This design comes from an exercise in tuning for small area, a short achievable clock period and few clock cycles on the open sky130 flow, not from production work.
In this exercise RTL edits were held to simulation tests only and were not proved equivalent to the original.
Power figures rest on the tool's default switching activity, not on a simulated workload.

### flow/run.sh
#!/bin/bash
# synth_recipe.tcl (not shown) runs the flow's synth.tcl, then flattens the netlist and writes it again
# the make line also repeats each setting of config.mk as NAME=value (left out here)
make -C /OpenROAD-flow-scripts/flow DESIGN_CONFIG=/design/flow/config.mk WORK_HOME=/design/flow/orfs CLKGATE_MAP_FILE= SYNTH_SCRIPT=/design/flow/synth_recipe.tcl finish
### flow/config.mk
export PLATFORM = sky130hd
export DESIGN_NAME = slot_pool_best_fit_allocator
export DESIGN_NICKNAME = slot_pool_best_fit_allocator
export VERILOG_FILES = /design/flow/design.v
export SDC_FILE = /design/flow/constraint.sdc
export NUM_CORES = 4
export LEC_CHECK = 0
export CAP_MARGIN = 20
export CORE_MARGIN = 2
export CORE_UTILIZATION = 40
export SLEW_MARGIN = 20
### flow/constraint.sdc
create_clock -name core_clock -period 7.0 [get_ports {clock}]
set_input_delay 1.4000 -clock core_clock [delete_from_list [all_inputs] [get_ports {clock}]]
set_output_delay 1.4000 -clock core_clock [all_outputs]
set_load 0.01 [all_outputs]
### flow/design.v
package spbfa_pkg;
   localparam int MODE_W       = 2;
   localparam int AMOUNT_W     = 16;
   localparam int SLOT_INDEX_W = 6;
   localparam int COUNT_W      = 7;
   localparam int CFG_SLOTS_W  = 7;
   localparam int CFG_CAP_W    = 16;
   localparam int CSR_DATA_W   = 32;
   localparam int CSR_ADDR_W   = 3;
   typedef enum logic [MODE_W-1:0] {
      MODE_BEST_FIT  = 2'd0,
      MODE_FIRST_FIT = 2'd1,
      MODE_RELEASE   = 2'd2,
      MODE_NOP       = 2'd3
   } mode_type;
   typedef enum logic [1:0] {
      STATUS_OK          = 2'd0,
      STATUS_FULL        = 2'd1,
      STATUS_BAD_REQUEST = 2'd2,
      STATUS_NOT_FOUND   = 2'd3
   } status_type;
   localparam logic REG_INITIAL_SLOTS    = 1'b0;
   localparam logic REG_INITIAL_CAPACITY = 1'b1;
   localparam logic [CFG_SLOTS_W-1:0] CFG_SLOTS_RESET = 7'd0;
   localparam logic [CFG_CAP_W-1:0]   CFG_CAP_RESET   = 16'd1;
endpackage
import spbfa_pkg::*;
module slot_pool_best_fit_allocator #(
   parameter int MAX_SLOTS     = 64,
   parameter int CAPACITY_BITS = 16
) (
   input  logic                  clock,
   input  logic                  reset,
   input  logic                  csr_psel,
   input  logic                  csr_penable,
   input  logic                  csr_pwrite,
   input  logic [CSR_ADDR_W-1:0] csr_paddr,
   input  logic [CSR_DATA_W-1:0] csr_pwdata,
   output logic [CSR_DATA_W-1:0] csr_prdata,
   output logic                  csr_pready,
   input  logic                    req_valid,
   output logic                    req_ready,
   input  logic [MODE_W-1:0]       req_mode,
   input  logic [AMOUNT_W-1:0]     req_amount,
   input  logic [SLOT_INDEX_W-1:0] req_slot_index,
   output logic                    rsp_valid,
   input  logic                    rsp_ready,
   output logic [SLOT_INDEX_W-1:0] rsp_granted_slot,
   output logic                    rsp_created,
   output logic [1:0]              rsp_status,
   output logic [COUNT_W-1:0]      rsp_free_slots,
   output logic [COUNT_W-1:0]      rsp_total_slots
);
   localparam int SLOT_W = $clog2(MAX_SLOTS);
   localparam int CNT_W  = $clog2(MAX_SLOTS + 1);
   localparam int WORD_W = CAPACITY_BITS + 1;
   localparam int DIV_W  = (CAPACITY_BITS > AMOUNT_W) ? CAPACITY_BITS : AMOUNT_W;
   localparam int WIDE_W = DIV_W + 1;
   localparam int DCNT_W = $clog2(CAPACITY_BITS + 1);
   localparam int IDXC_W = (CNT_W > SLOT_INDEX_W) ? CNT_W : SLOT_INDEX_W;
   localparam int NS_W   = (CNT_W > CFG_SLOTS_W) ? CNT_W : CFG_SLOTS_W;
   localparam logic [WIDE_W-1:0] CAP_MAX_W =
      {{(WIDE_W - CAPACITY_BITS){1'b0}}, {CAPACITY_BITS{1'b1}}};
   localparam logic [DCNT_W-1:0] DIV_LAST  = DCNT_W'(CAPACITY_BITS - 1);
   localparam logic [CNT_W-1:0]  MAX_COUNT = CNT_W'(MAX_SLOTS);
   typedef enum logic [6:0] {
      S_IDLE   = 7'b0000001,
      S_FILL   = 7'b0000010,
      S_EVAL   = 7'b0000100,
      S_DIV    = 7'b0001000,
      S_FINISH = 7'b0010000,
      S_REL    = 7'b0100000,
      S_DONE   = 7'b1000000
   } state_type;
   logic [CFG_SLOTS_W-1:0] cfg_slots_ff;
   logic [CFG_CAP_W-1:0]   cfg_cap_ff;
   logic                   csr_write;
   logic [WORD_W-1:0] slot_mem [MAX_SLOTS];
   logic [WORD_W-1:0] mem_rdata_ff;
   logic              mem_we;
   logic [SLOT_W-1:0] mem_waddr;
   logic [WORD_W-1:0] mem_wdata;
   logic [SLOT_W-1:0] mem_raddr;
   state_type  state_ff, state_in;
   logic [CNT_W-1:0] slot_count_ff, slot_count_in;
   logic [CNT_W-1:0] free_count_ff, free_count_in;
   logic             rsp_valid_ff, rsp_valid_in;
   logic [MODE_W-1:0]       mode_ff, mode_in;
   logic [AMOUNT_W-1:0]     amount_ff, amount_in;
   logic [SLOT_INDEX_W-1:0] idx_ff, idx_in;
   logic [SLOT_W-1:0]       scan_idx_ff, scan_idx_in;
   logic [CNT_W-1:0]        fill_idx_ff, fill_idx_in;
   logic                    found_ff, found_in;
   logic [CAPACITY_BITS-1:0] best_q_ff, best_q_in;
   logic [SLOT_W-1:0]       pick_ff, pick_in;
   logic [CAPACITY_BITS-1:0] pick_cap_ff, pick_cap_in;
   logic [DIV_W-1:0]        div_rem_ff, div_rem_in;
   logic [CAPACITY_BITS-1:0] div_quot_ff, div_quot_in;
   logic [DCNT_W-1:0]       div_cnt_ff, div_cnt_in;
   logic [SLOT_W-1:0]       res_granted_ff, res_granted_in;
   logic                    res_created_ff, res_created_in;
   spbfa_pkg::status_type              res_status_ff, res_status_in;
   logic [SLOT_INDEX_W-1:0] rsp_granted_ff, rsp_granted_in;
   logic                    rsp_created_ff, rsp_created_in;
   spbfa_pkg::status_type              rsp_status_ff, rsp_status_in;
   logic [COUNT_W-1:0]      rsp_free_ff, rsp_free_in;
   logic [COUNT_W-1:0]      rsp_total_ff, rsp_total_in;
   logic                     rd_free;
   logic [CAPACITY_BITS-1:0] rd_cap;
   logic                     rd_fits;
   logic                     scan_last;
   logic [SLOT_W-1:0]        scan_next;
   logic [WIDE_W-1:0]        rem_shift;
   logic [WIDE_W-1:0]        rem_sub;
   logic                     div_ge;
   logic [DIV_W-1:0]         div_rem_step;
   logic [CAPACITY_BITS-1:0] div_quot_step;
   logic [WIDE_W-1:0]        app_wide;
   logic [CAPACITY_BITS-1:0] app_cap;
   logic [WIDE_W-1:0]        fill_wide;
   logic [CAPACITY_BITS-1:0] fill_cap;
   logic [CNT_W-1:0]         fill_n;
   logic                     req_idx_ok;
   assign csr_pready = 1'b1;
   assign csr_write  = csr_psel & csr_penable & csr_pwrite;
   always_ff @(posedge clock) begin
      if (reset) begin
         cfg_slots_ff <= CFG_SLOTS_RESET;
         cfg_cap_ff   <= CFG_CAP_RESET;
      end else if (csr_write) begin
         unique case (csr_paddr[CSR_ADDR_W-1])
            REG_INITIAL_SLOTS:    cfg_slots_ff <= csr_pwdata[CFG_SLOTS_W-1:0];
            REG_INITIAL_CAPACITY: cfg_cap_ff   <= csr_pwdata[CFG_CAP_W-1:0];
            default:              cfg_slots_ff <= cfg_slots_ff;
         endcase
      end
   end
   always_comb begin
      unique case (csr_paddr[CSR_ADDR_W-1])
         REG_INITIAL_SLOTS:    csr_prdata = CSR_DATA_W'(cfg_slots_ff);
         REG_INITIAL_CAPACITY: csr_prdata = CSR_DATA_W'(cfg_cap_ff);
         default:              csr_prdata = '0;
      endcase
   end
   always_ff @(posedge clock) begin
      if (mem_we) begin
         slot_mem[mem_waddr] <= mem_wdata;
      end
      mem_rdata_ff <= slot_mem[mem_raddr];
   end
   assign rd_free = mem_rdata_ff[CAPACITY_BITS];
   assign rd_cap  = mem_rdata_ff[CAPACITY_BITS-1:0];
   assign rd_fits = rd_free && (WIDE_W'(rd_cap) >= WIDE_W'(amount_ff));
   assign scan_last = ((CNT_W'(scan_idx_ff) + CNT_W'(1)) == slot_count_ff);
   assign scan_next = scan_idx_ff + SLOT_W'(1);
   assign rem_shift     = {div_rem_ff, div_quot_ff[CAPACITY_BITS-1]};
   assign rem_sub       = rem_shift - WIDE_W'(amount_ff);
   assign div_ge        = (rem_shift >= WIDE_W'(amount_ff));
   assign div_rem_step  = div_ge ? rem_sub[DIV_W-1:0] : rem_shift[DIV_W-1:0];
   assign div_quot_step = {div_quot_ff[CAPACITY_BITS-2:0], div_ge};
   assign app_wide = WIDE_W'(amount_ff)
                   + ((mode_ff == MODE_FIRST_FIT) ? WIDE_W'(1) : WIDE_W'(0));
   assign app_cap  = (app_wide > CAP_MAX_W) ? CAP_MAX_W[CAPACITY_BITS-1:0]
                                            : app_wide[CAPACITY_BITS-1:0];
   assign fill_wide = WIDE_W'(cfg_cap_ff);
   assign fill_cap  = (fill_wide > CAP_MAX_W) ? CAP_MAX_W[CAPACITY_BITS-1:0]
                                              : fill_wide[CAPACITY_BITS-1:0];
   assign fill_n    = (NS_W'(cfg_slots_ff) > NS_W'(MAX_SLOTS)) ? MAX_COUNT
                                                               : CNT_W'(cfg_slots_ff);
   assign req_idx_ok = (IDXC_W'(req_slot_index) < IDXC_W'(slot_count_ff));
   assign req_ready = (state_ff == S_IDLE);
   always_comb begin
      state_in       = state_ff;
      slot_count_in  = slot_count_ff;
      free_count_in  = free_count_ff;
      mode_in        = mode_ff;
      amount_in      = amount_ff;
      idx_in         = idx_ff;
      scan_idx_in    = scan_idx_ff;
      fill_idx_in    = fill_idx_ff;
      found_in       = found_ff;
      best_q_in      = best_q_ff;
      pick_in        = pick_ff;
      pick_cap_in    = pick_cap_ff;
      div_rem_in     = div_rem_ff;
      div_quot_in    = div_quot_ff;
      div_cnt_in     = div_cnt_ff;
      res_granted_in = res_granted_ff;
      res_created_in = res_created_ff;
      res_status_in  = res_status_ff;
      rsp_granted_in = rsp_granted_ff;
      rsp_created_in = rsp_created_ff;
      rsp_status_in  = rsp_status_ff;
      rsp_free_in    = rsp_free_ff;
      rsp_total_in   = rsp_total_ff;
      rsp_valid_in   = rsp_valid_ff && !rsp_ready;
      mem_raddr      = scan_idx_ff;
      mem_we         = 1'b0;
      mem_waddr      = scan_idx_ff;
      mem_wdata      = '0;
      unique case (state_ff)
         S_IDLE: begin
            if (req_valid) begin
               mode_in        = req_mode;
               amount_in      = req_amount;
               idx_in         = req_slot_index;
               scan_idx_in    = '0;
               found_in       = 1'b0;
               res_granted_in = '0;
               res_created_in = 1'b0;
               res_status_in  = STATUS_OK;
               mem_raddr      = '0;
               unique case (req_mode)
                  MODE_BEST_FIT, MODE_FIRST_FIT: begin
                     if ((req_mode == MODE_BEST_FIT) && (req_amount == '0)) begin
                        res_status_in = STATUS_BAD_REQUEST;
                        state_in      = S_DONE;
                     end else if (slot_count_ff == '0) begin
                        state_in = S_FINISH;
                     end else begin
                        state_in = S_EVAL;
                     end
                  end
                  MODE_RELEASE: begin
                     if (req_idx_ok) begin
                        mem_raddr = SLOT_W'(req_slot_index);
                        state_in  = S_REL;
                     end else begin
                        res_status_in = STATUS_NOT_FOUND;
                        state_in      = S_DONE;
                     end
                  end
                  MODE_NOP: state_in = S_DONE;
                  default:  state_in = S_DONE;
               endcase
            end
         end
         S_EVAL: begin
            if (rd_fits && (mode_ff == MODE_FIRST_FIT)) begin
               found_in    = 1'b1;
               pick_in     = scan_idx_ff;
               pick_cap_in = rd_cap;
               state_in    = S_FINISH;
            end else if (rd_fits) begin
               div_rem_in  = '0;
               div_quot_in = rd_cap;
               div_cnt_in  = '0;
               state_in    = S_DIV;
            end else if (scan_last) begin
               state_in = S_FINISH;
            end else begin
               scan_idx_in = scan_next;
               mem_raddr   = scan_next;
            end
         end
         S_DIV: begin
            div_rem_in  = div_rem_step;
            div_quot_in = div_quot_step;
            div_cnt_in  = div_cnt_ff + DCNT_W'(1);
            if (div_cnt_ff == DIV_LAST) begin
               if (!found_ff || (div_quot_step < best_q_ff)) begin
                  found_in    = 1'b1;
                  best_q_in   = div_quot_step;
                  pick_in     = scan_idx_ff;
                  pick_cap_in = rd_cap;
               end
               if (scan_last) begin
                  state_in = S_FINISH;
               end else begin
                  scan_idx_in = scan_next;
                  mem_raddr   = scan_next;
                  state_in    = S_EVAL;
               end
            end
         end
         S_FINISH: begin
            state_in = S_DONE;
            if (found_ff) begin
               mem_we         = 1'b1;
               mem_waddr      = pick_ff;
               mem_wdata      = {1'b0, pick_cap_ff};
               free_count_in  = free_count_ff - CNT_W'(1);
               res_granted_in = pick_ff;
            end else if (slot_count_ff < MAX_COUNT) begin
               mem_we         = 1'b1;
               mem_waddr      = slot_count_ff[SLOT_W-1:0];
               mem_wdata      = {1'b0, app_cap};
               slot_count_in  = slot_count_ff + CNT_W'(1);
               res_granted_in = slot_count_ff[SLOT_W-1:0];
               res_created_in = 1'b1;
            end else begin
               res_status_in = STATUS_FULL;
            end
         end
         S_REL: begin
            mem_we         = 1'b1;
            mem_waddr      = SLOT_W'(idx_ff);
            mem_wdata      = {1'b1, rd_cap};
            res_granted_in = SLOT_W'(idx_ff);
            if (!rd_free) begin
               free_count_in = free_count_ff + CNT_W'(1);
            end
            state_in = S_DONE;
         end
         S_DONE: begin
            if (!rsp_valid_ff || rsp_ready) begin
               rsp_valid_in   = 1'b1;
               rsp_granted_in = SLOT_INDEX_W'(res_granted_ff);
               rsp_created_in = res_created_ff;
               rsp_status_in  = res_status_ff;
               rsp_free_in    = COUNT_W'(free_count_ff);
               rsp_total_in   = COUNT_W'(slot_count_ff);
               state_in       = S_IDLE;
            end
         end
         S_FILL: begin
            if (fill_idx_ff == fill_n) begin
               slot_count_in = fill_n;
               free_count_in = fill_n;
               state_in      = S_IDLE;
            end else begin
               mem_we      = 1'b1;
               mem_waddr   = fill_idx_ff[SLOT_W-1:0];
               mem_wdata   = {1'b1, fill_cap};
               fill_idx_in = fill_idx_ff + CNT_W'(1);
            end
         end
         default: state_in = S_IDLE;
      endcase
      if (csr_write) begin
         state_in    = S_FILL;
         fill_idx_in = '0;
      end
   end
   always_ff @(posedge clock) begin
      if (reset) begin
         state_ff      <= S_IDLE;
         slot_count_ff <= '0;
         free_count_ff <= '0;
         rsp_valid_ff  <= 1'b0;
      end else begin
         state_ff      <= state_in;
         slot_count_ff <= slot_count_in;
         free_count_ff <= free_count_in;
         rsp_valid_ff  <= rsp_valid_in;
      end
   end
   always_ff @(posedge clock) begin
      mode_ff        <= mode_in;
      amount_ff      <= amount_in;
      idx_ff         <= idx_in;
      scan_idx_ff    <= scan_idx_in;
      fill_idx_ff    <= fill_idx_in;
      found_ff       <= found_in;
      best_q_ff      <= best_q_in;
      pick_ff        <= pick_in;
      pick_cap_ff    <= pick_cap_in;
      div_rem_ff     <= div_rem_in;
      div_quot_ff    <= div_quot_in;
      div_cnt_ff     <= div_cnt_in;
      res_granted_ff <= res_granted_in;
      res_created_ff <= res_created_in;
      res_status_ff  <= res_status_in;
      rsp_granted_ff <= rsp_granted_in;
      rsp_created_ff <= rsp_created_in;
      rsp_status_ff  <= rsp_status_in;
      rsp_free_ff    <= rsp_free_in;
      rsp_total_ff   <= rsp_total_in;
   end
   assign rsp_valid        = rsp_valid_ff;
   assign rsp_granted_slot = rsp_granted_ff;
   assign rsp_created      = rsp_created_ff;
   assign rsp_status       = rsp_status_ff;
   assign rsp_free_slots   = rsp_free_ff;
   assign rsp_total_slots  = rsp_total_ff;
endmodule
==> results.py <==
metrics = {
    "setup_path": {
        "path_class": "in -> reg",
        "r2r_slack_ns": 1.44,
        "critPathArrivalTime_ns": 6.19,
        "path_delay_family": "compound AO/OA/AOI/OAI gates",
        "crit_path_end_kind": "flip-flop",
        "path_depth": 15,
        "worstSetupStartpoint": "req_slot_index[4]",
        "r2r-end": "mem_rdata_ff[9]$_DFF_P_",
        "r2r_cells": 14,
        "path_buf_inv": 3,
        "crit_chain": "clkdlybuf4s50_1, ha_1, a21o_1, a21oi_1, o211ai_1, a21oi_1, a22oi_1, nand4_1, buf_12, buf_12, mux2i_1, o22ai_1, o21ai_1, o211ai_1, or4_1",
        "cp.required_ns": 7.61,
        "slowest_stage": "or4_1",
        "worstPathMaxFanout": 27,
        "slowest_delay_ns": 0.66,
        "start_kind": "input port",
        "crit_end": "mem_rdata_ff[5]$_DFF_P_",
        "r2r_start": "scan_idx_ff[1]$_DFFE_PP_",
    },
    "sta": {
        "fin_tns_setup_ns": 0,
        "setup_viol": 0,
        "drv_slew": 0,
        "hold_viol": 0,
        "worstMarginPinSlew_ns": 1.07,
        "relSlewSlack_pct": 29.0,
        "worst_slack_ns": 1.42,
        "max_freq_mhz": 179,
        "skew_ns": 0.0323,
        "period_minus_slack_ns": 5.58,
        "period_share_pct": 79.7,
        "rsz0062_at_grt": "no",
    },
    "clocking": {
        "clk_pin_slew_ns": 0.06,
        "clock_sinks": 1295,
        "cts.path.max_buffers": 3,
        "insertion_delay_ns": 0.77,
        "cts_buffers": 136,
        "root_buffer": "clkbuf_16",
        "cts-resized-gates": 0,
        "htree_levels": 4,
        "post-cts-setup-buffers": 0,
        "hold_buffers": 0,
        "cts_tree": "done",
    },
    "yosys": {
        "yosys.area.top_type_share_pct": 67.5,
        "syn_area_um2": 54600,
        "yosys_warnings": 1,
        "syn_area_per_cell_um2": 14.4,
        "ys_async_sr_fraction_pct": 0,
        "synth_seq_cells": 1295,
        "yosysUniqueCellTypes": 89,
        "ys_seq_area_share_pct": 70.0,
        "synthTopCellsByArea": "edfxtp_1 (67%), mux2i_1 (10%), nand2_1 (3.0%)",
        "yosysTopAreaCell": "edfxtp_1",
        "ys.flop_type": "edfxtp_1",
        "synth_edf_count": 1226,
        "netlist_instances": 3799,
    },
    "grt": {
        "grt_pass1_vias": 31017,
        "grt_pass1_wl_um": 206000,
        "grt_max_degree": 95,
        "overflow": 0,
        "antenna_found_initial": 4,
        "grt_usage_pct": 19.8,
    },
    "place": {
        "port-buffer-count": 88,
        "pre_cts_slack_ns": 0.704,
        "placed_cells": 5595,
        "gp_congestion": 0.867,
        "hpwl_um": 85500,
    },
    "floorplan": {
        "pin_count": 124,
        "dieArea_um2": 139000,
        "core.rowCount": 135,
        "fp.coreArea_um2": 135000,
        "start_util_pct": 40.3,
        "die_h_um": 373,
        "die_w_um": 373,
    },
    "drt": {
        "ant_nets": 0,
        "vias": 32615,
        "vias_per_cell": 5.58,
        "wire_per_inst_um": 24.1,
        "drt_iter0_drc": 3385,
        "drc": 0,
        "first_pass_iters": 6,
        "wl_um": 141000,
    },
    "power_and_ir_drop": {
        "power.density_nw_per_um2": 287,
        "p_leak_nw": 21.0,
        "vdd_drop_max_mv": 0.255,
    },
    "hold_path": {
        "hp-class": "reg -> reg",
        "hold_start": "res_granted_ff[2]$_DFFE_PP_",
    },
    "finish": {
        "layout-drive-gt1-share_pct": 9.80,
        "fin_cells": 5844,
        "syn2layout_area_growth_pct": 14.1,
        "nNetsFinal": 4088,
    },
    "run_status": {
        "outcome": "complete, no violations",
    },
    "flow_run": {
        "maxCapViolCount": 0,
    },
}
metal layers:
layer	part of all wire, %	global-route usage (%)	routed length, um
met4	2.8	6.39	3900
met5	0	0	0
met1	44	27.9	61800
met2	47	31.4	65800
met3	6.7	3.15	9370
registers in the layout, indices dropped and copies added (netlist names), 5 cells and up:
signal and flops:
cfg_slots_ff 7, slot_count_ff 7, fill_idx_ff 7, rsp_granted_ff 6, rsp_free_ff 7, mem_rdata_ff 17, div_rem_ff 16, idx_ff 6
cfg_cap_ff 16, amount_ff 16, div_cnt_ff 5, pick_cap_ff 16, rsp_total_ff 7, pick_ff 6, scan_idx_ff 6, res_granted_ff 6
state_ff 7, free_count_ff 7, div_quot_ff 16, slot_mem 1088, best_q_ff 16
synth_stat cells (all sizes together) (17+ instances only):
library cell,count
buf,125
clkbuf,104
xnor2,22
or4,21
edfxtp,1226
a21o,17
inv,67
ha,65
o22ai,152
and2,21
o21ai,129
nand2b,18
dfxtp,69
nand4,27
nand2,436
mux2i,555
nor2,141
a221oi,21
a21oi,126
nor3,20
nand3,186
o211ai,43
report_power, final:
part / switching [W] / internal, W
clock: 0.00298 / 0.00393
sequential: 0.000135 / 0.00853
combinational: 0.00150 / 0.000810
total: 0.00462 / 0.0133
worst min path at each step:
| stage | end | cells past startpoint |
|---|---|---|
| after CTS | rsp_granted_ff[2]$_DFFE_PP_ | 0 |
| final | rsp_granted_ff[2]$_DFFE_PP_ | 0 |
| after global placement | rsp_granted_ff[2]$_DFFE_PP_ | 0 |
| after floorplan | rsp_created_ff$_DFFE_PP_ | 0 |
| after detailed placement | rsp_granted_ff[2]$_DFFE_PP_ | 0 |
| after global routing | rsp_granted_ff[2]$_DFFE_PP_ | 0 |
placed cells by master, fill, tap and decap left out, types with 20 or more instances in the layout:
cell type,n
edfxtp_1,1226
dfxtp_1,69
nand2_1,421
mux2i_1,554
clkinv_1,30
nand3_1,185
buf_4,125
xnor2_1,22
o21ai_0,57
a21oi_1,125
inv_1,64
clkdlybuf4s50_1,88
nand4_1,24
or4_1,20
ha_1,65
a221oi_1,21
and2_1,21
clkbuf_16,140
nor2_1,125
clkbuf_1,36
o22ai_1,151
o21ai_1,69
o211ai_1,41
stage by stage:
| stage | cell area (um2) | hold WS (ns) | util [%] | total power [W] |
|---|---|---|---|---|
| after floorplan | 54600 | 0.400 | - | 0.0103 |
| after global placement | 58000 | 0.403 | 42.8 | 0.0111 |
| after detailed placement | 58000 | 0.407 | 42.8 | 0.0111 |
| after CTS | 62200 | 0.419 | 45.9 | 0.0180 |
| after global routing | 62300 | 0.426 | 46.0 | 0.0185 |
| final | 62300 | 0.421 | 46.0 | 0.0179 |
cell families (layout without fill, tap and decap cells):
family          count (synthesis)  count (layout)  share of synthesized area (%)
buf+inv                       297             545                           2.61
fa+ha+maj                      67              67                           1.56
flops                        1295            1295                           70.0
xor+xnor                       36              36                          0.578
compound gates                604             604                           7.07
other cells                     2              18                         0.0138
mux                           562             562                           10.3
simple gates                  936             936                           7.83
worst register-to-register path, cell delays in order (launching register included):
cell	delay, ns
edfxtp_1	0.61
ha_1	0.46
nand4_1	0.23
or4_1	0.59
nand2_1	0.16
o21ai_2	0.16
o21ai_2	0.25
a22o_4	0.42
buf_4	0.57
buf_4	0.71
mux2i_1	0.29
mux2i_1	0.12
mux2i_1	0.18
o22ai_1	0.15
or4_1	0.52
layout make-up:
class	instances	area (um2)
Fill cell	11886	73200
Sequential cell	1295	38200
Multi-Input combinational cell	2222	15200
Clock buffer	181	3710
Tap cell	1781	2230
Timing Repair Buffer	232	2160
Clock inverter	64	552
Inverter	68	255
Antenna cell	1	2.50
Testbench counts, summed over its fixed seeds: cycles 1,088,003.

[separate check: timing with driven ports]
In the flow no input, the clock included, has a driving cell. The finished layout below was timed again as built, in two steps. Step 1: set_driving_cell puts a clkbuf_16 on clock and a buf_2 on each other input, an assumption about the parent block. Step 2, shift: input delay + t, output delay - t, t = (earliest + latest rising clock arrival at the registers) / 2. This alone moves slack from input paths to output paths. a / b / c = ideal ports / drivers / drivers and shift; a / b = the first two.
t (ns): 0.826
setup slack, ns: 1.423 / 1.440 / 0.643
slew at the worst register clock pin (ns): 0.07 / 0.07
After both steps this run still meets setup and hold. For this run, drivers alone change the setup slack by +0.017 ns; drivers and shift together by -0.780 ns.
